This is an optimization exercise on Yosys and OpenROAD, whose aim is small area and a short achievable clock period, not a production implementation.
No run shown here included a check of the RTL's function; only the layout flow was run.
No activity file was given, so power comes from the tool's default toggle rates.

==> design.v <==
`default_nettype none
package alu_pkg;
	localparam int WIDTH   = 32;  
	localparam int LANES   = 4;   
	localparam int LATENCY = 3;   
	localparam int BLK     = 4;   
	localparam int NBLK    = WIDTH / BLK;
	typedef enum logic [2:0] {
		ADD = 3'd0,  
		SUB = 3'd1,  
		SEQ = 3'd2,  
		SNE = 3'd3,  
		SLT = 3'd4,  
		SGT = 3'd5,  
		SLE = 3'd6,  
		SGE = 3'd7   
	} alu_op_e;
endpackage
`default_nettype wire
`timescale 1ns/1ps
`default_nettype none
module op_dispatch (
	input  logic                                     clk,
	input  logic                                     arst_n,
	input  logic                                     in_valid,
	input  logic [2:0]                               op,
	input  logic [alu_pkg::LANES*alu_pkg::WIDTH-1:0] a_bus,
	input  logic [alu_pkg::LANES*alu_pkg::WIDTH-1:0] b_bus,
	output logic                                     req_valid,
	output logic [2:0]                               req_op,
	output logic [alu_pkg::LANES*alu_pkg::WIDTH-1:0] req_sum,   
	output logic [alu_pkg::LANES*alu_pkg::NBLK-1:0]  req_gen    
);
	localparam int WIDTH = alu_pkg::WIDTH;
	localparam int LANES = alu_pkg::LANES;
	localparam int BLK   = alu_pkg::BLK;
	localparam int NBLK  = alu_pkg::NBLK;
	logic                   sub;
	logic [LANES*WIDTH-1:0] b_eff;
	logic [LANES*WIDTH-1:0] sum_d;
	logic [LANES*NBLK-1:0]  gen_d;
	assign sub   = (op != alu_pkg::ADD);  
	assign b_eff = b_bus ^ {(LANES*WIDTH){sub}};
	genvar j;
	generate
		for (j = 0; j < LANES*NBLK; j++)
		begin : g_blk
			assign {gen_d[j], sum_d[j*BLK +: BLK]} =
				{1'b0, a_bus[j*BLK +: BLK]} + {1'b0, b_eff[j*BLK +: BLK]};
		end
	endgenerate
	always_ff @(posedge clk or negedge arst_n)
	begin
		if (!arst_n)
			req_valid <= 1'b0;
		else
			req_valid <= in_valid;
	end
	always_ff @(posedge clk)
	begin
		req_op  <= op;
		req_sum <= sum_d;
		req_gen <= gen_d;
	end
endmodule
`default_nettype wire
`timescale 1ns/1ps
`default_nettype none
module alu_lane (
	input  logic                      clk,
	input  logic [2:0]                req_op,
	input  logic [alu_pkg::WIDTH-1:0] req_sum,   
	input  logic [alu_pkg::NBLK-1:0]  req_gen,   
	output logic [alu_pkg::WIDTH-1:0] result,
	output logic                      cout,
	output logic                      zero
);
	localparam int WIDTH = alu_pkg::WIDTH;
	localparam int BLK   = alu_pkg::BLK;
	localparam int NBLK  = alu_pkg::NBLK;
	logic             sub;
	logic             use_set;
	logic [NBLK-1:0]  prop;       
	logic [NBLK:0]    carry;      
	logic [WIDTH-1:0] sum;
	logic             sum_zero;
	logic             set_bit;
	logic [WIDTH-1:0] lane_res;
	assign sub     = (req_op != alu_pkg::ADD);
	assign use_set = req_op[2] | req_op[1];
	assign carry[0] = sub;  
	genvar j;
	generate
		for (j = 0; j < NBLK; j++)
		begin : g_blk
			assign prop[j]             = &req_sum[j*BLK +: BLK];
			assign carry[j+1]          = req_gen[j] | (prop[j] & carry[j]);
			assign sum[j*BLK +: BLK]   = req_sum[j*BLK +: BLK] + {{(BLK-1){1'b0}}, carry[j]};
		end
	endgenerate
	assign sum_zero = (sum == '0);
	always_comb
	begin
		case (req_op)
			alu_pkg::SEQ: set_bit = sum_zero;
			alu_pkg::SNE: set_bit = ~sum_zero;
			alu_pkg::SLT: set_bit = ~carry[NBLK];
			alu_pkg::SGT: set_bit = carry[NBLK] & ~sum_zero;
			alu_pkg::SLE: set_bit = ~carry[NBLK] | sum_zero;
			default:      set_bit = carry[NBLK];  
		endcase
		lane_res = use_set ? {{(WIDTH-1){1'b0}}, set_bit} : sum;
	end
	always_ff @(posedge clk)
	begin
		result <= lane_res;
		cout   <= carry[NBLK];  
		zero   <= use_set ? ~set_bit : sum_zero;
	end
endmodule
`default_nettype wire
`timescale 1ns/1ps
`default_nettype none
module result_collect (
	input  logic                                     clk,
	input  logic                                     arst_n,
	input  logic                                     req_valid,
	input  logic [alu_pkg::LANES*alu_pkg::WIDTH-1:0] res_result,
	input  logic [alu_pkg::LANES-1:0]                res_cout,
	input  logic [alu_pkg::LANES-1:0]                res_zero,
	output logic                                     out_valid,
	output logic [alu_pkg::LANES*alu_pkg::WIDTH-1:0] result_bus,
	output logic [alu_pkg::LANES-1:0]                carry_bus,
	output logic [alu_pkg::LANES-1:0]                zero_bus
);
	logic res_valid;
	always_ff @(posedge clk or negedge arst_n)
	begin
		if (!arst_n)
		begin
			res_valid <= 1'b0;
			out_valid <= 1'b0;
		end
		else
		begin
			res_valid <= req_valid;
			out_valid <= res_valid;
		end
	end
	always_ff @(posedge clk)
	begin
		result_bus <= res_result;
		carry_bus  <= res_cout;
		zero_bus   <= res_zero;
	end
endmodule
`default_nettype wire
`timescale 1ns/1ps
`default_nettype none
module alu_array_top (
	input  logic         clk,
	input  logic         arst_n,
	input  logic         in_valid,
	input  logic [2:0]   op,          
	input  logic [127:0] a_bus,       
	input  logic [127:0] b_bus,
	output logic         out_valid,
	output logic [127:0] result_bus,
	output logic [3:0]   carry_bus,
	output logic [3:0]   zero_bus
);
	localparam int WIDTH = alu_pkg::WIDTH;
	localparam int LANES = alu_pkg::LANES;
	localparam int NBLK  = alu_pkg::NBLK;
	logic                   req_valid;
	logic [2:0]             req_op;
	logic [LANES*WIDTH-1:0] req_sum;
	logic [LANES*NBLK-1:0]  req_gen;
	logic [LANES*WIDTH-1:0] res_result;
	logic [LANES-1:0]       res_cout;
	logic [LANES-1:0]       res_zero;
	op_dispatch u_dispatch (
		.clk       (clk),
		.arst_n    (arst_n),
		.in_valid  (in_valid),
		.op        (op),
		.a_bus     (a_bus),
		.b_bus     (b_bus),
		.req_valid (req_valid),
		.req_op    (req_op),
		.req_sum   (req_sum),
		.req_gen   (req_gen)
	);
	genvar i;
	generate
		for (i = 0; i < LANES; i++)
		begin : g_lane
			alu_lane u_lane (
				.clk     (clk),
				.req_op  (req_op),
				.req_sum (req_sum[i*WIDTH +: WIDTH]),
				.req_gen (req_gen[i*NBLK +: NBLK]),
				.result  (res_result[i*WIDTH +: WIDTH]),
				.cout    (res_cout[i]),
				.zero    (res_zero[i])
			);
		end
	endgenerate
	result_collect u_collect (
		.clk        (clk),
		.arst_n     (arst_n),
		.req_valid  (req_valid),
		.res_result (res_result),
		.res_cout   (res_cout),
		.res_zero   (res_zero),
		.out_valid  (out_valid),
		.result_bus (result_bus),
		.carry_bus  (carry_bus),
		.zero_bus   (zero_bus)
	);
endmodule
`default_nettype wire
==> run.sh <==
#!/bin/bash
# synth_recipe.tcl (not shown) runs the flow's synth.tcl, then flattens the netlist and writes it again
# the make line also repeats each setting of config.mk as NAME=value (left out here)
make -C /OpenROAD-flow-scripts/flow DESIGN_CONFIG=/design/flow/config.mk WORK_HOME=/design/flow/orfs CLKGATE_MAP_FILE= SYNTH_SCRIPT=/design/flow/synth_recipe.tcl finish
==> config.mk <==
export PLATFORM = sky130hd
export DESIGN_NAME = alu_array_top
export DESIGN_NICKNAME = alu_array_top
export VERILOG_FILES = /design/flow/design.v
export SDC_FILE = /design/flow/constraint.sdc
export NUM_CORES = 4
export LEC_CHECK = 0
export CAP_MARGIN = 20
export CORE_MARGIN = 2
export CORE_UTILIZATION = 40
export SLEW_MARGIN = 20
==> constraint.sdc <==
create_clock -name core_clock -period 18.0 [get_ports {clk}]
set_input_delay 3.6000 -clock core_clock [delete_from_list [all_inputs] [get_ports {clk}]]
set_output_delay 3.6000 -clock core_clock [all_outputs]
set_load 0.01 [all_outputs]
==> flow_summary.ini, run 1 <==
[run_status]
outcome = finished clean

[global_routing]
grt_pass1_wl_mm = 65.5
grt_busiest_layer = met2
grt_overflow = 0
grt_util_all_layers_pct = 18.8
antenna_found_initial = 2
first_global_vias = 12339
grt_max_degree = 129
grtUsageMet1_pct = 22.6
use_met2_pct = 33.0
grt_use_met3_pct = 4.15

[drt]
drtIter0Drc = 450
vias = 11641
ant_nets = 0
viasPerCell = 4.63
drt_wl_total_mm = 42.5
routedWlPerCell_um = 16.9
drc_errors = 0
firstDrtPassIters = 4

[timing]
setup_viol = 0
holdWs_ps = 317
slew_headroom_pct = 32.4
layout_min_cycle_time_ps = 5870
drv_slew = 0
rsz0062_at_grt = no
skew_ps = 14.9
clock.fmax_mhz = 170
tightest_slew_ps = 1010
hold_viol = 0
finalCritPeriodShare_pct = 32.6
fin_tns_setup_ps = 0

[finish]
final_net_count = 2371
final_layout_size_suffix_gt1_share_pct = 5.40
fill_cells = 3772
area_growth_pct = 35.9
final_cells = 2514
stdcell_area_um2 = 23700

[yosys]
synthCells = 1479
synth_top_area_share_pct = 49.9
synth_common_cells = 435 x dfxtp_1, 200 x xnor2_1, 188 x ha_1
yosysMostFrequentCell = dfxtp_1
syn_area_per_cell_um2 = 11.8
async_flop_share_pct = 0.685
synth_area_leaders = dfxtp_1 50%, ha_1 13%, xnor2_1 10%
ys_types = 47
syn_area_um2 = 17500
synth_edf_count = 0
ys.flop_type = dfxtp_1
synth.yosys.seq_area_share_pct = 50.3
yosysWarnings = 3
syn-num-nets = 1961
ys_ff_latch = 438
synth_area_leader_cell = dfxtp_1

[place]
placedCellCount = 2426
place.gp.congestion = 0.840
dp_hpwl_mm = 33.6
port_buffers = 398
place_area_um2 = 22000

[die]
die_area_um2 = 45300
die_w_um = 213
num_rows = 76
ios = 399
start_util_pct = 40.5
die_h_um = 213
core_region_area_um2 = 43100

[min_path]
min-delay-start = g_lane[3].u_lane.result[21]
hold_path.class = flip-flop to flip-flop

[critical_path]
cp_slowest_cell = buf_12
end_kind = flip-flop
cp_num_buf_inv = 2
reg2reg_from = u_dispatch.req_op[0]
path_max_fanout = 128
cp-start-kind = primary input
crit_family = buffers and inverters
crit_top_cell = a21o_1
cp-startpoint = op[1]
critPathMaxStageDelay_ps = 610
cp.required_ps = 18460
path_class = primary input to flip-flop
worstPathCellList = clkdlybuf4s50_1, nor3_2, buf_12, xnor2_1, ha_1, fa_1, a21o_1, a21o_1
arrival_ps = 6330

[flow_run]
drv_cap = 0

[cts]
clock-root-buffer = clkbuf_16
cts_setup_buffers = 0
clk_latency_ps = 570
clock-sinks = 438
cts_max_level = 2
cts_buffers = 46
clk_pin_slew_worst_paths_ps = 70
cts_resized = 0
holdBufCountCts = 0
cts_tree = built
cts_buffer_depth = 3

[power_and_ir_drop]
power.density_nw_per_um2 = 118
vdd_drop_max_mv = 0.0685
power_leakage_nw = 9.91
power.total_mw = 2.79
-- where the power goes --
| part | internal (mW) | total (mW) | switching [mW] |
|---|---|---|---|
| Sequential | 1.13 | 1.21 | 0.0866 |
| Combinational | 0.301 | 0.569 | 0.268 |
| Clock | 0.618 | 1.01 | 0.390 |
| Total | 2.05 | 2.79 | 0.745 |
-- flip-flops by register name, indices dropped and copies added (netlist names) --
name                  count
g_lane.u_lane.cout        4
g_lane.u_lane.result    128
g_lane.u_lane.zero        4
u_collect.carry_bus       4
u_collect.out_valid       1
u_collect.res_valid       1
u_collect.result_bus    128
u_collect.zero_bus        4
u_dispatch.req_gen       32
u_dispatch.req_op         3
u_dispatch.req_sum      128
u_dispatch.req_valid      1
-- worst paths after layout --
path | end | slack [ps] | cells after the start
setup reg to reg | g_lane[2].u_lane.zero | 13010 | 13
hold reg to reg | u_collect.result_bus[117] | 320 | 0
min in group asynchronous | u_collect.res_valid | 3200 | 1
hold / removal | u_collect.result_bus[117] | 320 | 0
setup / recovery | u_dispatch.req_gen[9] | 12130 | 8
max in group asynchronous | u_dispatch.req_valid | 14640 | 1
-- through the flow --
| stage | setup WS, ps | utilization [%] |
|---|---|---|
| final | 12130 | 55.1 |
| after global routing | 12030 | 55.1 |
| after CTS | 12250 | 55.1 |
| after detailed placement | 11630 | 51.2 |
| after global placement | 11710 | 51.2 |
| after floorplan | 12120 | - |
-- final cells by class --
| cell class | count | area (um^2) | area share, % |
|---|---|---|---|
| multi-input cells | 990 | 8470 | 35.7 |
| clock buffers | 60 | 1350 | 5.68 |
| well taps | 585 | 732 | 3.09 |
| inverters | 13 | 48.8 | 0.206 |
| diodes | 2 | 5.00 | 0.0211 |
| flip-flops and latches | 438 | 8780 | 37.0 |
| clock inverters | 26 | 323 | 1.36 |
| repair buffers | 400 | 4010 | 16.9 |
-- cells in the final DEF (no fill, tap or decap), types with 44 or more instances in the layout --
cell type,instances
xnor2_1,200
a21o_1,100
xor2_1,64
clkbuf_16,49
a21oi_1,48
clkdlybuf4s50_1,398
nor2_1,96
nand3_1,44
and2_1,62
ha_1,188
dfxtp_1,435
-- logic make-up after synthesis --
family | after synthesis | share of synthesized area [%]
flip-flops | 438 | 50.3
AND/OR/NAND/NOR | 294 | 9.08
XOR/XNOR | 264 | 13.2
adder cells (fa/ha/maj) | 220 | 17.1
AO/OA/AOI/OAI | 212 | 8.98
buffers and inverters | 51 | 1.23
-- layer usage --
| metal | vias up | part of all wire [%] |
|---|---|---|
| li1 | 5938 | - |
| met4 | 0 | 2.8 |
| met1 | 5386 | 43 |
| met3 | 60 | 5.5 |
| met5 | - | 0 |
| met2 | 257 | 49 |
==> run 2, diff against run 1 <==
==> flow/run.sh (new file) <==
#!/bin/bash
# The standard layout, with the smallest buffer on every port instead of the
# one buffer_ports picks on its own.
set -euo pipefail
export BUFFER_PORTS_ARGS="-buffer_cell sky130_fd_sc_hd__buf_1"
bash standard.sh > standard.log 2>&1
==> standard.sh (new file) <==
#!/bin/bash
# synth_recipe.tcl (not shown) runs the flow's synth.tcl, then flattens the netlist and writes it again
# the make line also repeats each setting of config.mk as NAME=value (left out here)
make -C /OpenROAD-flow-scripts/flow DESIGN_CONFIG=/design/flow/config.mk WORK_HOME=/design/flow/orfs CLKGATE_MAP_FILE= SYNTH_SCRIPT=/design/flow/synth_recipe.tcl "${@:-finish}"
removed: run.sh
==> run 2 against run 1 <==
  * Die area is the same
  * Critical endpoint is now u_dispatch.req_gen[26]
  * Non-clock buffer count grew 1
  * Synthesized cell count is the same
  * Setup slack gained 440 ps
  * Largest power group unchanged
  * Synthesized area is the same
  * Highest routed layer unchanged
  * Power shrank 5.6%
  * Clock-buffer cell count grew 5
==> flow_summary.ini, run 2 <==
[run_status]
outcome = finished clean

[timing]
tightest_slew_ps = 935
drv_slew = 0
skew_ps = 11.6
slew_headroom_pct = 37.6
holdWs_ps = 322
fin_tns_setup_ps = 0
clock.fmax_mhz = 184
layout_min_cycle_time_ps = 5430
setup_viol = 0
hold_viol = 0
finalCritPeriodShare_pct = 30.2
rsz0062_at_grt = no

[yosys]
async_flop_share_pct = 0.685
synth_top_area_share_pct = 49.9
ys_types = 47
yosysMostFrequentCell = dfxtp_1
synth_common_cells = 435 x dfxtp_1, 200 x xnor2_1, 188 x ha_1
syn_area_per_cell_um2 = 11.8
syn_area_um2 = 17500
synthCells = 1479
synth_area_leaders = dfxtp_1 50%, ha_1 13%, xnor2_1 10%
ys_ff_latch = 438
yosysWarnings = 3
syn-num-nets = 1961
synth.yosys.seq_area_share_pct = 50.3
synth_area_leader_cell = dfxtp_1
synth_edf_count = 0
ys.flop_type = dfxtp_1

[finish]
final_cell_mix = 435 x dfxtp_1, 398 x buf_1, 200 x xnor2_1, 188 x ha_1, 100 x a21o_1
final_net_count = 2371
final_core_util_pct = 48.9
seq_area_um2 = 8780
fill_cells = 4003
final_common_cell = dfxtp_1
multiInputGateArea_um2 = 8470
area_growth_pct = 20.8
diodes = 0
largestRegisters = g_lane.u_lane.result (128), u_collect.result_bus (128), u_dispatch.req_sum (128)
final_layout_size_suffix_gt1_share_pct = 4.79

[min_path]
min-delay-start = g_lane[2].u_lane.result[17]
hold_path.class = flip-flop to flip-flop
min_path_cells = 0
min_to = u_collect.result_bus[81]

[die]
num_rows = 76
die_h_um = 213
start_util_pct = 40.5
die_area_um2 = 45300
die_w_um = 213
core_region_area_um2 = 43100
ios = 399

[critical_path]
reg2reg_to = g_lane[1].u_lane.zero
cp_slowest_cell = buf_12
path_class = primary input to flip-flop
crit_top_cell = a21o_1
cp-start-kind = primary input
r2r_slack_ps = 13200
worstPathCellList = buf_1, nor3_2, buf_12, xnor2_1, ha_1, fa_1, a21o_1, a21o_1
reg2reg_from = u_dispatch.req_op[0]
arrival_ps = 5880
crit_family = buffers and inverters
critPathMaxStageDelay_ps = 670
r2r.worst_path.cells = 14
end_kind = flip-flop
path_max_fanout = 128
cp.required_ps = 18450
cp_num_buf_inv = 2

[global_routing]
grt_max_degree = 129
grt_pass1_wl_mm = 61.9
antenna_found_initial = 1
first_global_vias = 12097
grt_overflow = 0
grt_util_all_layers_pct = 17.7

[drt]
routedWlPerCell_um = 16.1
viasPerCell = 4.71
drtIter0Drc = 362
vias = 11807
drc_errors = 0
firstDrtPassIters = 4
drt_wl_total_mm = 40.4
ant_nets = 0

[cts]
cts_resized = 0
cts_buffer_depth = 3
clk_pin_slew_worst_paths_ps = 60
cts_setup_buffers = 0
clk_latency_ps = 550
clock-sinks = 438
cts_tree = built
clock-root-buffer = clkbuf_16
cts_max_level = 2
holdBufCountCts = 0
cts_buffers = 45

[place]
place.gp.congestion = 0.828
port_buffers = 398
dp_hpwl_mm = 32.0

[power_and_ir_drop]
power.density_nw_per_um2 = 125
power.total_mw = 2.63
power_leakage_nw = 8.81
vdd_drop_max_mv = 0.0562

[flow_run]
drv_cap = 0
## run 2: cell counts after synthesis
No cell type changed its count.
## run 2: per-layer routing
layer,up-vias,track usage (%),wire (um)
met5,-,0,0
li1,5942,-,-
met2,287,30.5,19500
met4,0,6.53,1150
met1,5509,22.1,17800
met3,69,2.97,1960
## run 2: worst max path at each step
stage / from / to / slack (ps) / cells past startpoint
3_5_place_dp: op[1] / u_dispatch.req_gen[26] / 12000 / 8
6_report: op[1] / u_dispatch.req_gen[26] / 12570 / 8
4_1_cts: op[1] / u_dispatch.req_gen[10] / 12590 / 8
5_1_grt: op[1] / u_dispatch.req_gen[15] / 12430 / 8
2_1_floorplan: op[1] / u_dispatch.req_gen[14] / 12120 / 8
3_3_place_gp: op[1] / u_dispatch.req_gen[24] / 12090 / 8
## run 2: final cells by class
cell class | count | area share [%]
Clock buffer | 65 | 6.17
Multi-Input combinational cell | 990 | 40.2
Inverter | 13 | 0.231
Timing Repair Buffer | 401 | 7.25
Clock inverter | 15 | 1.01
Tap cell | 585 | 3.47
Sequential cell | 438 | 41.7
## run 2: where the power goes
group	internal, mW	switching [mW]
combinational	0.217	0.261
sequential	1.13	0.0911
clock	0.573	0.365
## run 2: kinds of logic after synthesis
group / share of synthesized area (%)
AND/OR/NAND/NOR: 9.08
adder cells (fa/ha/maj): 17.1
XOR/XNOR: 13.2
AO/OA/AOI/OAI: 8.98
flip-flops: 50.3
buffers and inverters: 1.23
## run 2: metrics by stage
step | std cells | setup WS, ps | instance area, um^2
finish | 2507 | 12570 | 21100
global route | 2507 | 12430 | 21100
CTS | 2507 | 12590 | 21100
detailed placement | 2427 | 12000 | 19600
global placement | 2427 | 12090 | 19600
floorplan | 1479 | 12120 | 17500
==> run 3, diff against run 2 <==
==> flow/run.sh (replaced) <==
#!/bin/bash
# The standard layout, with the smallest buffer on every port instead of the
# one buffer_ports picks on its own, and a clock tree of smaller buffers
# without dummy loads.
set -euo pipefail
export BUFFER_PORTS_ARGS="-buffer_cell sky130_fd_sc_hd__buf_1"
export CTS_ARGS="-sink_clustering_enable -repair_clock_nets -dont_use_dummy_load -buf_list {sky130_fd_sc_hd__clkbuf_4 sky130_fd_sc_hd__clkbuf_8}"
bash standard.sh > standard.log 2>&1
==> run 3 against run 2 <==
  * Hold slack got worse by 17 ps
  * Routed wire length about the same
  * Flip-flop and latch count unchanged
  * Clock power decreased by 27%
  * Power decreased by 9.5%
  * Setup slack improved by 3.0 ps
  * Critical path depth unchanged
  * Maximum frequency about the same
  * Synthesized area unchanged
  * Critical endpoint is now u_dispatch.req_gen[24]
  * Largest power group unchanged
==> flow_summary.ini, run 3 <==
[critical_path]
reg2reg_from = u_dispatch.req_op[0]
crit_top_cell = a21o_1
crit_family = buffers and inverters
arrival_ps = 5900
r2r_slack_ps = 13240
worstPathCellList = buf_1, nor3_2, buf_12, xnor2_1, ha_1, fa_1, a21o_1, a21o_1
cp-start-kind = primary input
critPathMaxStageDelay_ps = 660
cp.required_ps = 18470
reg2reg_to = g_lane[1].u_lane.zero
cp_num_buf_inv = 2
end_kind = flip-flop
path_class = primary input to flip-flop
r2r.worst_path.cells = 14
path_max_fanout = 128
cp_slowest_cell = buf_12

[die]
start_util_pct = 40.5
die_w_um = 213
die_area_um2 = 45300
die_h_um = 213
num_rows = 76
ios = 399
core_region_area_um2 = 43100

[timing]
tightest_slew_ps = 908
layout_min_cycle_time_ps = 5430
drv_slew = 0
slew_headroom_pct = 39.4
clock.fmax_mhz = 184
finalCritPeriodShare_pct = 30.2
fin_tns_setup_ps = 0
setup_viol = 0
rsz0062_at_grt = no
skew_ps = 36.5
hold_viol = 0

[yosys]
synth_area_leader_cell = dfxtp_1
synth_top_area_share_pct = 49.9
synth_area_leaders = dfxtp_1 50%, ha_1 13%, xnor2_1 10%
synthCells = 1479
syn-num-nets = 1961
async_flop_share_pct = 0.685
ys.flop_type = dfxtp_1
syn_area_per_cell_um2 = 11.8
synth_common_cells = 435 x dfxtp_1, 200 x xnor2_1, 188 x ha_1
ys_types = 47
yosysWarnings = 3
synth.yosys.seq_area_share_pct = 50.3
syn_area_um2 = 17500
ys_ff_latch = 438
yosysMostFrequentCell = dfxtp_1
synth_edf_count = 0

[min_path]
min_path_cells = 0
min-delay-start = g_lane[0].u_lane.result[15]
hold_path.class = flip-flop to flip-flop
min_to = u_collect.result_bus[15]

[drt]
ant_nets = 0
routedWlPerCell_um = 16.1
firstDrtPassIters = 4
drc_errors = 0
drtIter0Drc = 339
viasPerCell = 4.73
vias = 11825
drt_wl_total_mm = 40.4

[finish]
final_common_cell = dfxtp_1
final_net_count = 2399
final_core_util_pct = 47.8
seq_area_um2 = 8780
multiInputGateArea_um2 = 8470
final_cells = 2502
final_cell_mix = 435 x dfxtp_1, 398 x buf_1, 200 x xnor2_1, 188 x ha_1, 100 x a21o_1
fill_cells = 4062
largestRegisters = g_lane.u_lane.result (128), u_collect.result_bus (128), u_dispatch.req_sum (128)
area_growth_pct = 17.9
final_layout_size_suffix_gt1_share_pct = 4.96

[cts]
cts_setup_buffers = 0
clock-root-buffer = clkbuf_8
clock-sinks = 438
holdBufCountCts = 0
cts_tree = built
clk_latency_ps = 590
cts_max_level = 3
clk_pin_slew_worst_paths_ps = 60
cts_resized = 0
cts_buffers = 73
cts_buffer_depth = 3

[place]
dp_hpwl_mm = 32.0
placedCellCount = 2427
place.gp.congestion = 0.828
port_buffers = 398

[flow_run]
drv_cap = 0

[global_routing]
first_global_vias = 12246
grt_util_all_layers_pct = 17.8
grt_max_degree = 129
grt_pass1_wl_mm = 62.0
grt_overflow = 0
antenna_found_initial = 1

[power_and_ir_drop]
power_leakage_nw = 8.59
vdd_drop_max_mv = 0.0443
power.density_nw_per_um2 = 116
power.total_mw = 2.38

[run_status]
outcome = finished clean
==> run 3: cell count changes in the layout (fill, tap and decap cells not counted), moves of 2 or more <==
cell	before	now
bufinv_16	5	0
clkinvlp_4	2	0
diode_2	0	2
clkbuf_8	10	73
clkbuf_16	45	0
clkbuf_1	10	0
clkinv_2	6	0
==> run 3: kinds of logic after synthesis <==
logic type / synth area share (%)
simple gates: 9.08
buf+inv: 1.23
flops: 50.3
fa+ha+maj: 17.1
compound gates: 8.98
xor+xnor: 13.2
==> run 3: how the worst max path moves through the flow <==
stage          start                     end  cells after the start
2_1_floorplan  op[1]  u_dispatch.req_gen[14]                      8
3_3_place_gp   op[1]  u_dispatch.req_gen[24]                      8
3_5_place_dp   op[1]  u_dispatch.req_gen[26]                      8
4_1_cts        op[1]  u_dispatch.req_gen[24]                      8
5_1_grt        op[1]  u_dispatch.req_gen[24]                      8
6_report       op[1]  u_dispatch.req_gen[24]                      8
==> run 3: layer usage <==
metal / GRT usage, % / up-vias / wire, um
li1: - / 5950 / -
met1: 21.9 / 5494 / 17700
met2: 30.2 / 305 / 19300
met3: 3.72 / 76 / 2220
met4: 7.23 / 0 / 1180
met5: 0 / - / 0
==> run 3: power breakdown <==
group	leakage, nW	internal, mW	switching, mW
clock network	0.525	0.357	0.332
registers	3.65	1.13	0.0908
logic	4.42	0.216	0.260
==> run 3: final cells by class <==
| class | instances | share of cell area, % |
|---|---|---|
| Clock buffer | 73 | 4.88 |
| Inverter | 13 | 0.237 |
| Timing Repair Buffer | 401 | 7.43 |
| Antenna cell | 2 | 0.0243 |
| Tap cell | 585 | 3.56 |
| Multi-Input combinational cell | 990 | 41.2 |
| Sequential cell | 438 | 42.7 |
==> run 3: metrics by stage <==
step,area (um^2),hold slack (ps),worst slack [ps]
after floorplan,17500,310,12120
after global placement,19600,310,12090
after detailed placement,19600,312,12000
after CTS,20600,302,12640
after global routing,20600,310,12440
final,20600,305,12570
==> run 3: worst reg2reg max path: stages, from the launching register on <==
cell and delay (ps):
dfxtp_1 910, nor3_4 130, buf_4 250, nor3b_1 420, nor2_1 130, o21bai_1 190, ha_1 200, ha_1 240
or4_1 580, nor4_1 320, nand3_1 140, nor3_1 400, nand3_1 220, a31o_2 300, a2111oi_2 230
==> run 4, diff against run 3 <==
--- a/design.v
+++ b/design.v
@@ -29,4 +29,5 @@
 	output logic                                     req_valid,
 	output logic [2:0]                               req_op,
+	output logic                                     req_sub,   
 	output logic [alu_pkg::LANES*alu_pkg::WIDTH-1:0] req_sum,   
 	output logic [alu_pkg::LANES*alu_pkg::NBLK-1:0]  req_gen    
@@ -60,4 +61,5 @@
 	begin
 		req_op  <= op;
+		req_sub <= sub;
 		req_sum <= sum_d;
 		req_gen <= gen_d;
@@ -70,4 +72,5 @@
 	input  logic                      clk,
 	input  logic [2:0]                req_op,
+	input  logic                      req_sub,   
 	input  logic [alu_pkg::WIDTH-1:0] req_sum,   
 	input  logic [alu_pkg::NBLK-1:0]  req_gen,   
@@ -79,5 +82,5 @@
 	localparam int BLK   = alu_pkg::BLK;
 	localparam int NBLK  = alu_pkg::NBLK;
-	logic             sub;
+	localparam int LVLS  = $clog2(NBLK);
 	logic             use_set;
 	logic [NBLK-1:0]  prop;       
@@ -87,14 +90,46 @@
 	logic             set_bit;
 	logic [WIDTH-1:0] lane_res;
-	assign sub     = (req_op != alu_pkg::ADD);
 	assign use_set = req_op[2] | req_op[1];
-	assign carry[0] = sub;  
-	genvar j;
+	logic [NBLK-1:0] gg [LVLS+1];
+	logic [NBLK-1:0] pp [LVLS+1];
+	genvar j, l;
 	generate
 		for (j = 0; j < NBLK; j++)
 		begin : g_blk
-			assign prop[j]             = &req_sum[j*BLK +: BLK];
-			assign carry[j+1]          = req_gen[j] | (prop[j] & carry[j]);
-			assign sum[j*BLK +: BLK]   = req_sum[j*BLK +: BLK] + {{(BLK-1){1'b0}}, carry[j]};
+			assign prop[j] = &req_sum[j*BLK +: BLK];
+			if (j == 0)
+			begin : g_first
+				assign gg[0][j] = req_gen[j] | (prop[j] & req_sub);
+				assign pp[0][j] = 1'b0;
+			end
+			else
+			begin : g_rest
+				assign gg[0][j] = req_gen[j];
+				assign pp[0][j] = prop[j];
+			end
+		end
+		for (l = 0; l < LVLS; l++)
+		begin : g_lvl
+			for (j = 0; j < NBLK; j++)
+			begin : g_node
+				if (j >= (1 << l))
+				begin : g_comb
+					assign gg[l+1][j] = gg[l][j] | (pp[l][j] & gg[l][j-(1<<l)]);
+					assign pp[l+1][j] = pp[l][j] & pp[l][j-(1<<l)];
+				end
+				else
+				begin : g_pass
+					assign gg[l+1][j] = gg[l][j];
+					assign pp[l+1][j] = pp[l][j];
+				end
+			end
+		end
+	endgenerate
+	assign carry[0] = req_sub;  
+	assign carry[NBLK:1] = gg[LVLS];
+	generate
+		for (j = 0; j < NBLK; j++)
+		begin : g_sum
+			assign sum[j*BLK +: BLK] = req_sum[j*BLK +: BLK] + {{(BLK-1){1'b0}}, carry[j]};
 		end
 	endgenerate
@@ -175,4 +210,5 @@
 	logic                   req_valid;
 	logic [2:0]             req_op;
+	logic                   req_sub;
 	logic [LANES*WIDTH-1:0] req_sum;
 	logic [LANES*NBLK-1:0]  req_gen;
@@ -189,4 +225,5 @@
 		.req_valid (req_valid),
 		.req_op    (req_op),
+		.req_sub   (req_sub),
 		.req_sum   (req_sum),
 		.req_gen   (req_gen)
@@ -199,4 +236,5 @@
 				.clk     (clk),
 				.req_op  (req_op),
+				.req_sub (req_sub),
 				.req_sum (req_sum[i*WIDTH +: WIDTH]),
 				.req_gen (req_gen[i*NBLK +: NBLK]),
==> run 4 against run 3 <==
  * First-iteration DRC count down 13%
  * Via count shrank 3.4%
  * Still clean on timing, DRC and antenna
  * Largest cell class unchanged
  * Combinational power is 1% lower
  * Cell area down 1.2%
  * Global-route usage is essentially flat
  * Sequential share of layout area is 0.62 points higher
  * Synthesized cell count down 2.2%
==> flow_summary.ini, run 4 <==
[run_status]
outcome = finished clean

[timing]
setup_viol = 0
fin_tns_setup_ps = 0
drv_slew = 0
finalCritPeriodShare_pct = 30.3
skew_ps = 42.2
hold_viol = 0
slew_headroom_pct = 37.0
layout_min_cycle_time_ps = 5450
rsz0062_at_grt = no
clock.fmax_mhz = 183
tightest_slew_ps = 945

[yosys]
yosysWarnings = 5
ys_types = 47
synth_common_cells = 436 x dfxtp_1, 192 x ha_1, 182 x xnor2_1
async_flop_share_pct = 0.683
synth_top_area_share_pct = 50.7
synth_edf_count = 0
syn_area_per_cell_um2 = 11.9
synth_area_leaders = dfxtp_1 51%, ha_1 14%, xnor2_1 9.3%
syn_area_um2 = 17200
ys.flop_type = dfxtp_1
synth_area_leader_cell = dfxtp_1
yosysMostFrequentCell = dfxtp_1
synthCells = 1446
ys_ff_latch = 439
synth.yosys.seq_area_share_pct = 51.2
syn-num-nets = 1932

[drt]
vias = 11425
drt_wl_total_mm = 39.5
routedWlPerCell_um = 16.2
drc_errors = 0
drtIter0Drc = 294
firstDrtPassIters = 4
viasPerCell = 4.70
ant_nets = 0

[min_path]
hold_path.class = flip-flop to flip-flop
min_to = u_collect.result_bus[112]
min_path_cells = 0
min-delay-start = g_lane[3].u_lane.result[16]

[place]
place.gp.congestion = 0.808
port_buffers = 398
dp_hpwl_mm = 31.6

[cts]
clk_pin_slew_worst_paths_ps = 50
cts_buffers = 73
cts_setup_buffers = 0
cts_buffer_depth = 3
holdBufCountCts = 0
cts_resized = 0
clock-root-buffer = clkbuf_8
clock-sinks = 439
cts_max_level = 3
cts_tree = built
clk_latency_ps = 610

[finish]
final_common_cell = dfxtp_1
diodes = 0
final_core_util_pct = 48.1
area_growth_pct = 18.1
final_layout_size_suffix_gt1_share_pct = 4.70
final_net_count = 2382
final_cell_mix = 436 x dfxtp_1, 398 x buf_1, 192 x ha_1, 182 x xnor2_1, 105 x a21o_1
largestRegisters = g_lane.u_lane.result (128), u_collect.result_bus (128), u_dispatch.req_sum (128)

[critical_path]
end_kind = flip-flop
reg2reg_to = g_lane[0].u_lane.result[0]
cp-start-kind = primary input
r2r_slack_ps = 13900
reg2reg_from = u_dispatch.req_sub
r2r.worst_path.cells = 15
cp.required_ps = 18480
arrival_ps = 5940
path_max_fanout = 129
path_class = primary input to flip-flop

[power_and_ir_drop]
power_leakage_nw = 8.72
vdd_drop_max_mv = 0.0718
power.density_nw_per_um2 = 117

[die]
num_rows = 75
die_area_um2 = 44700
die_h_um = 211
start_util_pct = 40.8
ios = 399
core_region_area_um2 = 42200
die_w_um = 211

[global_routing]
antenna_found_initial = 0
grt_max_degree = 130
grt_pass1_wl_mm = 61.1
grt_overflow = 0
first_global_vias = 11810
grt_util_all_layers_pct = 17.8

[flow_run]
drv_cap = 0
## run 4: cell count changes after synthesis, moves of 8 or more
| cell | change |
|---|---|
| nor2_1 | -22 |
| o21bai_1 | -12 |
| xnor2_1 | -18 |
| and2_1 | +8 |
| xor2_1 | +10 |
| nand2_1 | +10 |
## run 4: critical path: stages
cell and delay, ps:
buf_1 110, nor3_2 250, buf_12 650, xnor2_1 160
ha_1 250, fa_1 410, a21o_1 170, a21o_1 170
## run 4: cell type report
| type | instances | area (um^2) |
|---|---|---|
| fillers | 3960 | 21900 |
| flip-flops and latches | 439 | 8800 |
| multi-input cells | 960 | 8230 |
| repair buffers | 403 | 1540 |
| clock buffers | 73 | 1000 |
| well taps | 539 | 674 |
| inverters | 19 | 71.3 |
## run 4: power breakdown
group | internal, mW | switching [mW]
logic | 0.211 | 0.259
registers | 1.13 | 0.0830
clock network | 0.357 | 0.337
total | 1.70 | 0.680
## run 4: worst max path at each step
stage | startpoint | end | cells after the start
after floorplan | op[1] | u_dispatch.req_gen[25] | 8
after global placement | op[1] | u_dispatch.req_gen[21] | 8
after detailed placement | op[1] | u_dispatch.req_gen[30] | 8
after CTS | op[1] | u_dispatch.req_gen[27] | 8
after global routing | op[1] | u_dispatch.req_gen[25] | 8
final | op[1] | u_dispatch.req_gen[22] | 8
## run 4: cell families (layout without fill, tap and decap cells)
| group | count (synthesis) | count (layout) | synth area share, % |
|---|---|---|---|
| mux | 7 | 7 | 0.414 |
| buf+inv | 47 | 495 | 1.07 |
| fa+ha+maj | 224 | 224 | 17.7 |
| xor+xnor | 256 | 256 | 13.0 |
| compound gates | 188 | 188 | 7.61 |
| flops | 439 | 439 | 51.2 |
| simple gates | 285 | 285 | 9.04 |
## run 4: metal layers
metal	GRT usage [%]	share of wire, %	routed length [um]	up-vias
met5	0	0	0	-
met4	6.00	2.4	953	0
met3	4.02	5.0	1970	63
met2	30.0	48	18900	283
met1	22.4	45	17600	5251
li1	-	-	-	5828
## run 4: through the flow
step                cell area, um^2  setup WS (ps)  hold WS (ps)  cells  total power [mW]
finish                        20300          12550           302   2433              2.38
global route                  20300          12440           316   2433              2.53
CTS                           20300          12620           309   2432              2.42
detailed placement            19300          11960           312   2359              1.71
global placement              19300          12010           311   2359              1.70
floorplan                     17200          12070           310   1446              1.52
==> run 5, diff against run 4 <==
--- a/design.v
+++ b/design.v
@@ -4,5 +4,5 @@
 	localparam int LANES   = 4;   
 	localparam int LATENCY = 3;   
-	localparam int BLK     = 4;   
+	localparam int BLK     = 2;   
 	localparam int NBLK    = WIDTH / BLK;
 	typedef enum logic [2:0] {
==> run 5 against run 4 <==
  * Clock power is 6.5% higher
  * Non-clock buffer count is 1 higher
  * Cell area is 3.1% higher
  * Sequential share of layout area is 1.7 points higher
  * Largest power group unchanged
==> flow_summary.ini, run 5 <==
[run_status]
outcome = finished clean

[die]
die_area_um2 = 46000
ios = 399
start_util_pct = 40.3
num_rows = 77
core_region_area_um2 = 43900
die_w_um = 214
die_h_um = 214

[drt]
viasPerCell = 4.49
routedWlPerCell_um = 16.0
drc_errors = 0
drt_wl_total_mm = 42.1
drtIter0Drc = 404
firstDrtPassIters = 4
vias = 11796
ant_nets = 0

[timing]
hold_viol = 0
slew_headroom_pct = 45.3
holdWs_ps = 295
clock.fmax_mhz = 189
finalCritPeriodShare_pct = 29.4
skew_ps = 53.6
setup_viol = 0
layout_min_cycle_time_ps = 5290
fin_tns_setup_ps = 0
drv_slew = 0
setup_ws_ps = 12710
tightest_slew_ps = 818
rsz0062_at_grt = no

[yosys]
yosysMostFrequentCell = dfxtp_1
synth_edf_count = 0
syn-num-nets = 2039
syn_area_um2 = 17700
synth_common_cells = 468 x dfxtp_1, 272 x inv_1, 170 x xnor2_1
syn_area_per_cell_um2 = 11.2
ys_types = 57
synthCells = 1586
ys.flop_type = dfxtp_1
synth.yosys.seq_area_share_pct = 53.3
yosysWarnings = 5
ys_ff_latch = 471
async_flop_share_pct = 0.637
synth_area_leader_cell = dfxtp_1
synth_area_leaders = dfxtp_1 53%, ha_1 9.0%, xnor2_1 8.4%
synth_top_area_share_pct = 52.9

[finish]
final_net_count = 2493
final_cell_mix = 468 x dfxtp_1, 398 x buf_1, 271 x inv_1, 170 x xnor2_1, 127 x ha_1
largestRegisters = g_lane.u_lane.result (128), u_collect.result_bus (128), u_dispatch.req_sum (128)
multiInputGateArea_um2 = 7150
final_layout_size_suffix_gt1_share_pct = 6.28
seq_area_um2 = 9440
final_cells = 2630
diodes = 0
final_common_cell = dfxtp_1
area_growth_pct = 18.4
fill_cells = 4168

[cts]
holdBufCountCts = 0
cts_resized = 0
clock-root-buffer = clkbuf_8
clk_latency_ps = 640
cts_tree = built
cts_buffers = 78
cts_buffer_depth = 3
cts_max_level = 3
clock-sinks = 471
clk_pin_slew_worst_paths_ps = 60
cts_setup_buffers = 0

[critical_path]
path_class = primary input to flip-flop
path_max_fanout = 36
cp.required_ps = 18510
cp-start-kind = primary input
r2r_slack_ps = 13650
arrival_ps = 5800
end_kind = flip-flop

[global_routing]
grt_overflow = 0
grt_pass1_wl_mm = 66.0
first_global_vias = 12626
grt_max_degree = 45
grt_util_all_layers_pct = 18.5
antenna_found_initial = 0

[flow_run]
drv_cap = 0

[power_and_ir_drop]
power.density_nw_per_um2 = 116
power_leakage_nw = 9.12
power.total_mw = 2.44
vdd_drop_max_mv = 0.0530

[place]
port_buffers = 398
dpl_worst_slack_ps = 12070
place.gp.congestion = 0.847
dp_hpwl_mm = 32.9
placedCellCount = 2552

[min_path]
hold_path.class = flip-flop to flip-flop
[run 5: kinds of logic after synthesis]
logic type | share of synthesized area [%]
buffers and inverters | 6.40
DFF | 53.3
xor gates and xnor gates | 9.50
muxes | 0.0565
AOI/OAI and AO/OA | 5.37
and+or+nand+nor | 9.14
adders and majority gates | 16.2
[run 5: area by class of cell]
| class | instances | share of cell area [%] |
|---|---|---|
| clock buffer | 78 | 5.12 |
| tap | 592 | 3.53 |
| timing repair buffer | 404 | 7.34 |
| multi-input combinational | 813 | 34.1 |
| sequential | 471 | 45.0 |
| inverter | 272 | 4.88 |
[run 5: worst paths after layout]
path | from | endpoint | cells past startpoint
max | op[2] | u_dispatch.req_sum[47] | 7
min | g_lane[3].u_lane.result[4] | u_collect.result_bus[100] | 0
max reg2reg | u_dispatch.req_sub | g_lane[0].u_lane.result[0] | 17
min reg2reg | g_lane[3].u_lane.result[4] | u_collect.result_bus[100] | 0
max in group asynchronous | arst_n | u_collect.res_valid | 1
min in group asynchronous | arst_n | u_collect.out_valid | 1
[run 5: metrics by stage]
stage | util [%] | instance area, um^2
detailed placement | 45.3 | 19900
global route | 47.7 | 21000
floorplan | - | 17700
finish | 47.7 | 21000
CTS | 47.7 | 21000
global placement | 45.3 | 19900
[run 5: power by group]
part / switching, mW / internal, mW
Combinational: 0.238 / 0.183
Sequential: 0.0875 / 1.19
Clock: 0.358 / 0.381
[run 5: worst max-delay path, stage by stage]
cell and delay [ps]:
buf_1 120, nor3_2 80, inv_4 420, buf_4 690, xnor2_1 210, fa_1 560, inv_1 40
[run 5: per-layer routing]
metal	part of all wire, %	global-route usage, %	up-vias
li1	-	-	5906
met5	0	0	-
met1	45	23.2	5503
met2	47	30.8	312
met4	3.1	8.22	0
met3	5.2	4.10	75
==> run 6, diff against run 5 <==
==> flow/run.sh (replaced) <==
#!/bin/bash
# The standard layout, with the smallest buffer on every port instead of the
# one buffer_ports picks on its own, a clock tree of smaller buffers without
# dummy loads, and timing repair that aims well below the clock period.
set -euo pipefail
export BUFFER_PORTS_ARGS="-buffer_cell sky130_fd_sc_hd__buf_1"
export CTS_ARGS="-sink_clustering_enable -repair_clock_nets -dont_use_dummy_load -buf_list {sky130_fd_sc_hd__clkbuf_4 sky130_fd_sc_hd__clkbuf_8}"
export SETUP_SLACK_MARGIN=13.2
bash standard.sh > standard.log 2>&1
==> run 6 against run 5 <==
  * Setup slack improved by 450 ps
  * Cell count increased by 0.30%
  * Hold slack improved by 1.2 ps
  * Critical endpoint is now u_dispatch.req_sum[111]
  * Largest power group unchanged
==> flow_summary.ini, run 6 <==
[cts]
clock-root-buffer = clkbuf_8
holdBufCountCts = 0
clk_latency_ps = 610
cts_tree = built
clk_pin_slew_worst_paths_ps = 60
cts_buffers = 77
cts_max_level = 3
cts_buffer_depth = 3
clock-sinks = 471

[yosys]
syn_area_um2 = 17700
synth_fa_ha_area_share_pct = 16.2
yosysMostFrequentCell = dfxtp_1
synth_area_leader_cell = dfxtp_1
syn_area_per_cell_um2 = 11.2
synth-simple-area-share_pct = 9.14
async_flop_share_pct = 0.637
synth_top_area_share_pct = 52.9
ys_types = 57
synth_compound_area_share_pct = 5.37
synthCells = 1586
synth_mux_area_share_pct = 0.0565
synth_area_leaders = dfxtp_1 53%, ha_1 9.0%, xnor2_1 8.4%
syn-num-nets = 2039
synth_top_family_by_area = adder cells
ys_ff_latch = 471
ys.flop_type = dfxtp_1
synth_edf_count = 0
synth_common_cells = 468 x dfxtp_1, 272 x inv_1, 170 x xnor2_1
synth.yosys.seq_area_share_pct = 53.3
yosysWarnings = 5
synth_xor_area_share_pct = 9.50

[finish]
final_common_cell = dfxtp_1
final_cell_mix = 468 x dfxtp_1, 392 x buf_1, 267 x inv_1, 143 x xnor2_1, 107 x ha_1
final_net_count = 2501
final_core_util_pct = 49.1
largestRegisters = g_lane.u_lane.result (128), u_collect.result_bus (128), u_dispatch.req_sum (128)
final_layout_size_suffix_gt1_share_pct = 9.53
diodes = 0
area_growth_pct = 21.9

[critical_path]
r2r.worst_path.cells = 17
cp-startpoint = op[1]
cp-start-kind = primary input
arrival_ps = 5330
endpoint = u_dispatch.req_sum[111]
reg2reg_to = g_lane[0].u_lane.result[0]
path_max_fanout = 8
r2r_slack_ps = 13590
end_kind = flip-flop
path_class = primary input to flip-flop
cp.required_ps = 18490
reg2reg_from = u_dispatch.req_sub

[timing]
skew_ps = 42.3
hold_viol = 0
tightest_slew_ps = 1060
clock.fmax_mhz = 207
rsz0062_at_grt = yes
setup_ws_ps = 13160
layout_min_cycle_time_ps = 4840
fin_tns_setup_ps = 0
holdWs_ps = 296
slew_headroom_pct = 29.2
setup_viol = 0
drv_slew = 0
finalCritPeriodShare_pct = 26.9

[drt]
drc_errors = 0
drt_wl_total_mm = 44.0
firstDrtPassIters = 4
ant_nets = 0
routedWlPerCell_um = 16.7
vias = 12027
viasPerCell = 4.56
drtIter0Drc = 378

[power_and_ir_drop]
vdd_drop_max_mv = 0.0476
power.density_nw_per_um2 = 114
power_leakage_nw = 9.36

[min_path]
hold_path.class = flip-flop to flip-flop
min_path_cells = 0

[place]
dpl_worst_slack_ps = 11710
dp_hpwl_mm = 32.5
place.gp.congestion = 0.827
port_buffers = 398

[die]
start_util_pct = 40.3
die_area_um2 = 46000
ios = 399
die_h_um = 214
die_w_um = 214
core_region_area_um2 = 43900
num_rows = 77

[flow_run]
drv_cap = 0

[global_routing]
grt_max_degree = 83
grt_util_all_layers_pct = 18.7
antenna_found_initial = 0
grt_overflow = 0
first_global_vias = 12848
grt_pass1_wl_mm = 66.7

[run_status]
outcome = finished clean
## run 6: changes by cell type in the layout (fill, tap and decap cells not counted), moves of 4 or more
cell / before / now
xnor2_4: 0 / 9
buf_16: 0 / 5
inv_2: 0 / 4
buf_1: 398 / 392
inv_1: 271 / 267
ha_1: 127 / 107
xnor2_2: 0 / 18
xnor2_1: 170 / 143
ha_2: 0 / 20
## run 6: what timing repair did
| action | 4_1_cts | 5_1_grt |
|---|---|---|
| resized for setup | 20 | 63 |
| endpoints found under the setup margin | 142 | 67 |
| setup buffers | 4 | 0 |
| hold endpoints to repair | 0 | 0 |
| cloned | 2 | 3 |
| pin swaps | 1 | 20 |
## run 6: how the worst min path moves through the flow
stage,startpoint,slack (ps),endpoint
global placement,g_lane[1].u_lane.result[14],310,u_collect.result_bus[46]
global route,g_lane[0].u_lane.result[27],300,u_collect.result_bus[27]
detailed placement,g_lane[3].u_lane.cout,310,u_collect.carry_bus[3]
floorplan,g_lane[0].u_lane.cout,310,u_collect.carry_bus[0]
finish,g_lane[0].u_lane.result[27],300,u_collect.result_bus[27]
CTS,g_lane[1].u_lane.result[1],300,u_collect.result_bus[33]
## run 6: cell families (layout without fill, tap and decap cells)
family / Yosys count / after routing
xor gates and xnor gates: 192 / 192
AOI/OAI and AO/OA: 127 / 127
DFF: 471 / 471
adders and majority gates: 191 / 191
muxes: 1 / 1
and+or+nand+nor: 302 / 302
buffers and inverters: 302 / 762
## run 6: where the power goes
group	leakage, nW	switching, mW	internal [mW]
registers	3.93	0.0868	1.19
clock network	0.554	0.360	0.376
logic	4.88	0.248	0.193
total	9.36	0.694	1.76
## run 6: through the flow
stage	std cells	total power [mW]	instance area, um^2
2_1_floorplan	1586	1.55	18000
3_3_place_gp	2552	1.72	20000
3_5_place_dp	2552	1.73	20000
4_1_cts	2635	2.48	21200
5_1_grt	2638	2.60	21600
6_report	2638	2.45	21600
## run 6: critical path, cell delays in order
cell     delay, ps
buf_6          100
nor3_4         210
buf_6          130
buf_12         160
buf_16         180
xnor2_4        130
ha_2           190
inv_2           40
fa_1           530
inv_1           40
## run 6: per-layer routing
| metal | global-route usage [%] | part of all wire (%) |
|---|---|---|
| met5 | 0 | 0 |
| met1 | 22.8 | 43 |
| met2 | 32.0 | 48 |
| met4 | 8.01 | 3.5 |
| met3 | 4.11 | 5.4 |
## run 6: cell type report
class | count | area, um^2
fillers | 4059 | 22300
flip-flops and latches | 471 | 9440
multi-input cells | 813 | 7510
repair buffers | 413 | 1800
clock buffers | 77 | 1060
inverters | 272 | 1030
well taps | 592 | 741
==> run 7, diff against run 6 <==
--- a/design.v
+++ b/design.v
@@ -4,5 +4,5 @@
 	localparam int LANES   = 4;   
 	localparam int LATENCY = 3;   
-	localparam int BLK     = 2;   
+	localparam int BLK     = 4;   
 	localparam int NBLK    = WIDTH / BLK;
 	typedef enum logic [2:0] {
==> run 7 against run 6 <==
  * Critical path type unchanged
  * Routed wire length fell by 1.1%
  * Critical path depth did not move
  * Critical endpoint is now u_dispatch.req_gen[21]
  * Clock-buffer cell count fell by 4
  * Largest cell class unchanged
  * Hold slack got worse by 0.62 ps
==> flow_summary.ini, run 7 <==
[run_status]
outcome = finished clean

[min_path]
hold_path.class = flip-flop to flip-flop
min_path_cells = 0

[power_and_ir_drop]
combPwrFrac_pct = 21.2
vdd_drop_max_mv = 0.0675
power.density_nw_per_um2 = 112
pwr-share-clk_pct = 28.5
p_int_mw = 1.72
power_leakage_nw = 9.19
swShare_pct = 28.8
switchingPower_mw = 0.697
seqPwrFrac_pct = 50.3

[yosys]
synth.yosys.seq_area_share_pct = 51.2
syn_area_um2 = 17200
syn_area_per_cell_um2 = 11.9
synthCells = 1446
syn-num-nets = 1932
synth_area_leaders = dfxtp_1 51%, ha_1 14%, xnor2_1 9.3%
synth_top_area_share_pct = 50.7
synth_area_leader_cell = dfxtp_1
ys_types = 47
yosysWarnings = 5
ys_ff_latch = 439
ys.flop_type = dfxtp_1
synth_edf_count = 0
async_flop_share_pct = 0.683
yosysMostFrequentCell = dfxtp_1
synth_common_cells = 436 x dfxtp_1, 192 x ha_1, 182 x xnor2_1

[critical_path]
arrival_ps = 5360
crit_family = buffers and inverters
end_kind = flip-flop
cp_num_buf_inv = 4
critPathMaxStageDelay_ps = 350
cp.required_ps = 18470
cp_slowest_cell = fa_2
path_class = primary input to flip-flop
r2r.worst_path.cells = 14
path_max_fanout = 7
cp.depth = 10
cp-start-kind = primary input
worstPathCellList = buf_8, nor3_4, buf_6, buf_12, buf_6, xnor2_1, ha_2, fa_2, a21o_1, a21o_1

[global_routing]
first_global_vias = 12126
grt_use_met3_pct = 4.05
grtUsageMet1_pct = 23.5
grt_util_all_layers_pct = 19.0
antenna_found_initial = 1
use_met2_pct = 32.4
grt_busiest_layer = met2
grt_overflow = 0
grt_pass1_wl_mm = 64.8
grt_max_degree = 65

[timing]
layout_min_cycle_time_ps = 4890
slew_headroom_pct = 49.7
tightest_slew_ps = 749
drv_slew = 0
setup_ws_ps = 13110
hold_viol = 0
finalCritPeriodShare_pct = 27.2
holdWs_ps = 296
setup_viol = 0
rsz0062_at_grt = yes
clock.fmax_mhz = 205
skew_ps = 48.9
fin_tns_setup_ps = 0

[drt]
drc_errors = 0
viasPerCell = 4.75
drtIter0Drc = 360
ant_nets = 0
drt_wl_total_mm = 43.5
routedWlPerCell_um = 17.5
firstDrtPassIters = 4
vias = 11779

[cts]
clk_pin_slew_worst_paths_ps = 60
cts_buffers = 73
clock-sinks = 439
cts_buffer_depth = 3
cts_max_level = 3
clock-root-buffer = clkbuf_8
clk_latency_ps = 600
cts_tree = built

[place]
dpl_worst_slack_ps = 10910
port_buffers = 398
placedCellCount = 2361
dp_hpwl_mm = 32.4
place.gp.congestion = 0.805

[finish]
final_cells = 2480
final_net_count = 2427
final_cell_mix = 436 x dfxtp_1, 394 x buf_1, 161 x ha_1, 146 x xnor2_1, 105 x a21o_1
final_layout_size_suffix_gt1_share_pct = 13.0
largestRegisters = g_lane.u_lane.result (128), u_collect.result_bus (128), u_dispatch.req_sum (128)
area_growth_pct = 25.4
final_common_cell = dfxtp_1
fill_cells = 3808

[die]
start_util_pct = 40.8
num_rows = 75
ios = 399
core_region_area_um2 = 42200
die_h_um = 211
die_w_um = 211
die_area_um2 = 44700

[flow_run]
drv_cap = 0
[run 7: final timing paths]
check                                      start                         end  slack [ps]
setup reg to reg              u_dispatch.req_sub  g_lane[0].u_lane.result[0]       13710
max in group asynchronous                 arst_n         u_collect.res_valid       15040
hold reg to reg            g_lane[2].u_lane.zero       u_collect.zero_bus[2]         300
min in group asynchronous                 arst_n         u_collect.out_valid        2790
setup / recovery                           op[0]      u_dispatch.req_gen[21]       13110
hold / removal             g_lane[2].u_lane.zero       u_collect.zero_bus[2]         300
[run 7: power groups by stage]
stage                     registers [mW]  logic (mW)  clock network, mW
final                               1.22       0.513              0.690
after global routing                1.23       0.573              0.755
after CTS                           1.22       0.504              0.716
after detailed placement            1.24       0.485                  0
after global placement              1.23       0.479                  0
after floorplan                     1.23       0.307                  0
[run 7: cell type report]
cell class,instances,area (um^2),area share (%)
antenna,2,5.00,0.0232
clock buffer,73,1000,4.65
inverter,19,71.3,0.330
multi-input combinational,960,8790,40.7
sequential,439,8800,40.8
tap,539,674,3.12
timing repair buffer,448,2240,10.4
[run 7: per-stage QoR]
stage	util, %	power, mW	cell area (um^2)
3_5_place_dp	46.4	1.72	19600
6_report	51.1	2.42	21600
2_1_floorplan	-	1.53	17700
5_1_grt	51.1	2.56	21600
4_1_cts	50.1	2.44	21200
3_3_place_gp	46.4	1.71	19600
[run 7: timing repair]
| item | 4_1_cts | 5_1_grt |
|---|---|---|
| buffers inserted | 21 | 11 |
| resized for setup | 38 | 41 |
| setup endpoints to repair | 156 | 60 |
| hold buffers | 0 | 0 |
| pin swaps | 7 | 29 |
| cloned | 8 | 4 |
[run 7: metal layers]
metal / vias to the layer above / part of all wire, %
li1: 5937 / -
met1: 5444 / 44
met2: 326 / 48
met3: 72 / 5.6
met4: 0 / 2.5
met5: - / 0
[run 7: kinds of logic after synthesis]
group	Yosys count	synth area share, %
mux	7	0.414
simple gates	285	9.04
buf+inv	47	1.07
fa+ha+maj	224	17.7
flops	439	51.2
xor+xnor	256	13.0
compound gates	188	7.61
==> run 8, diff against run 7 <==
--- a/config.mk
+++ b/config.mk
@@ -6,4 +6,5 @@
 export NUM_CORES = 4
 export LEC_CHECK = 0
+export ABC_CLOCK_PERIOD_IN_PS = 1500
 export CAP_MARGIN = 20
 export CORE_MARGIN = 2
==> run 8 against run 7 <==
  * Hold slack did not move
  * Maximum frequency did not move
  * Flip-flop and latch count did not move
  * Via count did not move
  * Setup slack did not move
  * Critical path depth did not move
  * First-iteration DRC count did not move
  * Still clean on timing, DRC and antenna
  * Clock-buffer cell count did not move
  * Sequential power barely moved
  * Routed wire length did not move
  * Non-clock buffer count did not move
  * Die area did not move
==> flow_summary.ini, run 8 <==
[cts]
cts_tree = built
clock-root-buffer = clkbuf_8
cts_buffer_depth = 3
cts_buffers = 73
clk_pin_slew_worst_paths_ps = 60
clk_latency_ps = 600
cts_max_level = 3
clock-sinks = 439

[die]
core_region_area_um2 = 42200
die_area_um2 = 44700
start_util_pct = 40.8
ios = 399
num_rows = 75
die_w_um = 211
die_h_um = 211

[yosys]
ys.flop_type = dfxtp_1
synth_fa_ha_area_share_pct = 17.7
yosysWarnings = 5
ys_ff_latch = 439
synth_area_leader_cell = dfxtp_1
synth_mux_area_share_pct = 0.414
synth_edf_count = 0
yosysMostFrequentCell = dfxtp_1
synth-simple-area-share_pct = 9.04
synth_common_cells = 436 x dfxtp_1, 192 x ha_1, 182 x xnor2_1
syn-num-nets = 1932
syn_area_um2 = 17200
synthCells = 1446
synth_xor_area_share_pct = 13.0
synth_top_area_share_pct = 50.7
synth.yosys.seq_area_share_pct = 51.2
async_flop_share_pct = 0.683
ys_types = 47
synth_area_leaders = dfxtp_1 51%, ha_1 14%, xnor2_1 9.3%
synth_compound_area_share_pct = 7.61
synth_top_family_by_area = adder cells
syn_area_per_cell_um2 = 11.9

[global_routing]
grt_max_degree = 65
grt_util_all_layers_pct = 19.0
grt_overflow = 0
grt_pass1_wl_mm = 64.8
antenna_found_initial = 1
first_global_vias = 12126

[run_status]
outcome = finished clean

[timing]
tightest_slew_ps = 749
hold_viol = 0
layout_min_cycle_time_ps = 4890
holdWs_ps = 296
rsz0062_at_grt = yes
drv_slew = 0
fin_tns_setup_ps = 0
finalCritPeriodShare_pct = 27.2
clock.fmax_mhz = 205
setup_viol = 0
skew_ps = 48.9
slew_headroom_pct = 49.7

[drt]
drtIter0Drc = 360
vias = 11779
routedWlPerCell_um = 17.5
firstDrtPassIters = 4
drt_wl_total_mm = 43.5
drc_errors = 0
viasPerCell = 4.75
ant_nets = 0

[critical_path]
end_kind = flip-flop
r2r.worst_path.cells = 14
path_max_fanout = 7
arrival_ps = 5360
path_class = primary input to flip-flop
cp.required_ps = 18470
cp-start-kind = primary input

[min_path]
hold_path.class = flip-flop to flip-flop
min_path_cells = 0

[finish]
area_growth_pct = 25.4
final_net_count = 2427
final_common_cell = dfxtp_1
final_layout_size_suffix_gt1_share_pct = 13.0
final_core_util_pct = 51.1
final_cells = 2480
largestRegisters = g_lane.u_lane.result (128), u_collect.result_bus (128), u_dispatch.req_sum (128)
final_cell_mix = 436 x dfxtp_1, 394 x buf_1, 161 x ha_1, 146 x xnor2_1, 105 x a21o_1

[power_and_ir_drop]
combPwrFrac_pct = 21.2
switchingPower_mw = 0.697
power_leakage_nw = 9.19
p_int_mw = 1.72
seqPwrFrac_pct = 50.3
power.density_nw_per_um2 = 112
vdd_drop_max_mv = 0.0675
pwr-share-clk_pct = 28.5
swShare_pct = 28.8

[place]
port_buffers = 398
dp_hpwl_mm = 32.4
place.gp.congestion = 0.805
placedCellCount = 2361

[flow_run]
drv_cap = 0
-- run 8: cell counts in the layout (fill, tap and decap cells not counted) --
Identical to the previous run, type by type.
-- run 8: per-stage QoR --
step	area [um^2]	total power, mW	setup slack (ps)
6_report	21600	2.42	13110
3_5_place_dp	19600	1.72	10910
4_1_cts	21200	2.44	13140
5_1_grt	21600	2.56	13070
2_1_floorplan	17700	1.53	12780
3_3_place_gp	19600	1.71	11040
-- run 8: path summary, 6_finish.rpt --
| path | end | startpoint | slack, ps |
|---|---|---|---|
| setup / recovery | u_dispatch.req_gen[21] | op[0] | 13110 |
| hold / removal | u_collect.zero_bus[2] | g_lane[2].u_lane.zero | 300 |
| min in group asynchronous | u_collect.out_valid | arst_n | 2790 |
| hold reg to reg | u_collect.zero_bus[2] | g_lane[2].u_lane.zero | 300 |
| max in group asynchronous | u_collect.res_valid | arst_n | 15040 |
| setup reg to reg | g_lane[0].u_lane.result[0] | u_dispatch.req_sub | 13710 |
-- run 8: layout make-up --
class                           instances  area (um^2)
Fill cell                            3808        20600
Sequential cell                       439         8800
Multi-Input combinational cell        960         8790
Timing Repair Buffer                  448         2240
Clock buffer                           73         1000
Tap cell                              539          674
Inverter                               19         71.3
Antenna cell                            2         5.00
-- run 8: logic make-up after synthesis --
| group | after synthesis |
|---|---|
| flip-flops | 439 |
| adder cells (fa/ha/maj) | 224 |
| XOR/XNOR | 256 |
| buffers and inverters | 47 |
| multiplexers | 7 |
| AO/OA/AOI/OAI | 188 |
| AND/OR/NAND/NOR | 285 |
-- run 8: power by group through the flow --
| stage | logic [mW] | registers (mW) | clock network [mW] |
|---|---|---|---|
| after CTS | 0.504 | 1.22 | 0.716 |
| after global routing | 0.573 | 1.23 | 0.755 |
| after floorplan | 0.307 | 1.23 | 0 |
| after global placement | 0.479 | 1.23 | 0 |
| final | 0.513 | 1.22 | 0.690 |
| after detailed placement | 0.485 | 1.24 | 0 |
-- run 8: timing repair --
item / in CTS / in global routing
hold buffers: 0 / 0
setup endpoints to repair: 156 / 60
gates resized for setup: 38 / 41
gates cloned: 8 / 4
pin swaps: 7 / 29
endpoints found under the hold margin: 0 / 0
buffers inserted: 21 / 11
-- run 8: critical path, stage by stage --
cell	delay [ps]
buf_8	100
nor3_4	210
buf_6	140
buf_12	170
buf_6	160
xnor2_1	70
ha_2	190
fa_2	350
a21o_1	160
a21o_1	200
-- run 8: metal layers --
metal | routed length, um | vias up | global-route usage [%]
met3 | 2460 | 72 | 4.05
met4 | 1070 | 0 | 7.33
met5 | 0 | - | 0
met1 | 19100 | 5444 | 23.5
li1 | - | 5937 | -
met2 | 20900 | 326 | 32.4
==> run 9, diff against run 8 <==
--- a/design.v
+++ b/design.v
@@ -4,5 +4,5 @@
 	localparam int LANES   = 4;   
 	localparam int LATENCY = 3;   
-	localparam int BLK     = 4;   
+	localparam int BLK     = 2;   
 	localparam int NBLK    = WIDTH / BLK;
 	typedef enum logic [2:0] {
==> run 9 against run 8 <==
  * Still clean
  * Maximum frequency grew 0.98%
  * Die area grew 2.8%
  * Routed wire length grew 1.1%
  * Clock power grew 6.7%
  * Cell count grew 6.4%
  * Power grew 1.4%
  * Sequential power grew 5%
  * Critical path type unchanged
==> flow_summary.ini, run 9 <==
[yosys]
syn-num-nets = 2039
synth_common_cells = 468 x dfxtp_1, 272 x inv_1, 170 x xnor2_1
synth_area_leader_cell = dfxtp_1
ys.flop_type = dfxtp_1
syn_area_um2 = 17700
synth_top_area_share_pct = 52.9
yosysMostFrequentCell = dfxtp_1
synth_area_leaders = dfxtp_1 53%, ha_1 9.0%, xnor2_1 8.4%
ys_types = 57
syn_area_per_cell_um2 = 11.2
async_flop_share_pct = 0.637
ys_ff_latch = 471
synthCells = 1586

[power_and_ir_drop]
power.total_mw = 2.45
vdd_drop_max_mv = 0.0476
power_leakage_nw = 9.36

[min_path]
min_path_cells = 0
hold_path.class = flip-flop to flip-flop
min-delay-start = g_lane[0].u_lane.result[27]

[critical_path]
cp-start-kind = primary input
reg2reg_to = g_lane[0].u_lane.result[0]
end_kind = flip-flop
reg2reg_from = u_dispatch.req_sub
cp.required_ps = 18490
path_max_fanout = 8
r2r_slack_ps = 13590
path_class = primary input to flip-flop

[flow_run]
drv_cap = 0

[timing]
tightest_slew_ps = 1060
slew_headroom_pct = 29.2
clock.fmax_mhz = 207
fin_tns_setup_ps = 0
layout_min_cycle_time_ps = 4840
rsz0062_at_grt = yes
finalCritPeriodShare_pct = 26.9
setup_viol = 0
skew_ps = 42.3
hold_viol = 0

[drt]
viasPerCell = 4.56
routedWlPerCell_um = 16.7
drtIter0Drc = 378
firstDrtPassIters = 4
drc_errors = 0

[place]
dp_hpwl_mm = 32.5
port_buffers = 398
placedCellCount = 2552

[run_status]
outcome = finished clean

[cts]
clk_pin_slew_worst_paths_ps = 60
clk_latency_ps = 610
cts_buffers = 77
cts_max_level = 3

[finish]
final_net_count = 2501
final_cells = 2638
final_cell_mix = 468 x dfxtp_1, 392 x buf_1, 267 x inv_1, 143 x xnor2_1, 107 x ha_1
fill_cells = 4059
largestRegisters = g_lane.u_lane.result (128), u_collect.result_bus (128), u_dispatch.req_sum (128)
diodes = 0
area_growth_pct = 21.9
final_common_cell = dfxtp_1
final_layout_size_suffix_gt1_share_pct = 9.53

[die]
ios = 399
core_region_area_um2 = 43900
die_area_um2 = 46000
die_h_um = 214
num_rows = 77

[global_routing]
grt_max_degree = 83
grt_util_all_layers_pct = 18.7
grt_overflow = 0
grt_pass1_wl_mm = 66.7
first_global_vias = 12848
antenna_found_initial = 0
## run 9: cell types whose count changed after synthesis, moves of 14 or more
| cell | change |
|---|---|
| inv_1 | +255 |
| a21o_1 | -101 |
| ha_1 | -65 |
| xor2_1 | -52 |
| a21oi_1 | -32 |
| dfxtp_1 | +32 |
| fa_1 | +32 |
| a31o_2 | +30 |
| a31oi_1 | +28 |
| nand3_1 | -26 |
| nand2_1 | +22 |
| clkbuf_1 | +14 |
## run 9: worst max path at each step
stage               start                       to  slack [ps]  cells after the start
floorplan           op[1]  u_dispatch.req_sum[101]       12920                      8
global placement    op[1]   u_dispatch.req_sum[49]       11770                      9
CTS                 op[2]  u_dispatch.req_sum[119]       13190                     10
global route        op[1]  u_dispatch.req_sum[111]       13110                     10
finish              op[1]  u_dispatch.req_sum[111]       13160                     10
detailed placement  op[1]  u_dispatch.req_sum[119]       11710                      9
## run 9: routing by layer
metal / wire, um / vias to the layer above / global-route usage, %
li1: - / 5941 / -
met1: 19000 / 5631 / 22.8
met2: 21100 / 358 / 32.0
met3: 2360 / 97 / 4.11
met4: 1550 / 0 / 8.01
met5: 0 / - / 0
## run 9: cells by family (layout without fill, tap and decap cells)
group	Yosys count	count (layout)	synth area share (%)
fa+ha+maj	191	191	16.2
compound gates	127	127	5.37
flops	471	471	53.3
xor+xnor	192	192	9.50
simple gates	302	302	9.14
buf+inv	302	762	6.40
mux	1	1	0.0565
## run 9: layout make-up
cell class / instances / area [um^2] / share of cell area, %
clock buffers: 77 / 1060 / 4.91
inverters: 272 / 1030 / 4.79
multi-input cells: 813 / 7510 / 34.8
flip-flops and latches: 471 / 9440 / 43.7
well taps: 592 / 741 / 3.43
repair buffers: 413 / 1800 / 8.32
## run 9: worst max-delay path, cell delays in order
cell	delay, ps
buf_6	100
nor3_4	210
buf_6	130
buf_12	160
buf_16	180
xnor2_4	130
ha_2	190
inv_2	40
fa_1	530
inv_1	40
## run 9: report_power, final
group / switching, mW / leakage (nW) / internal (mW)
logic: 0.248 / 4.88 / 0.193
clock network: 0.360 / 0.554 / 0.376
registers: 0.0868 / 3.93 / 1.19
total: 0.694 / 9.36 / 1.76
## run 9: repair_timing
action                                  CTS  global route
endpoints found under the setup margin  142            67
gates cloned                              2             3
pin swaps                                 1            20
buffers inserted                          4             0
gates resized for setup                  20            63
## run 9: per-stage QoR
stage          hold slack [ps]  utilization [%]  setup WS [ps]
6_report                   296             49.1          13160
3_3_place_gp               310             45.5          11770
4_1_cts                    305             48.3          13190
5_1_grt                    295             49.1          13110
2_1_floorplan              310                -          12920
3_5_place_dp               312             45.5          11710

Re-timed with assumed drivers on the ports (clkbuf_16 on the clock, buf_2 on other inputs), run 9 has 13.171 ns of setup slack against 13.159 ns with ideal ports, and 12.532 ns once port delays also move by the mid clock arrival of 0.639 ns.
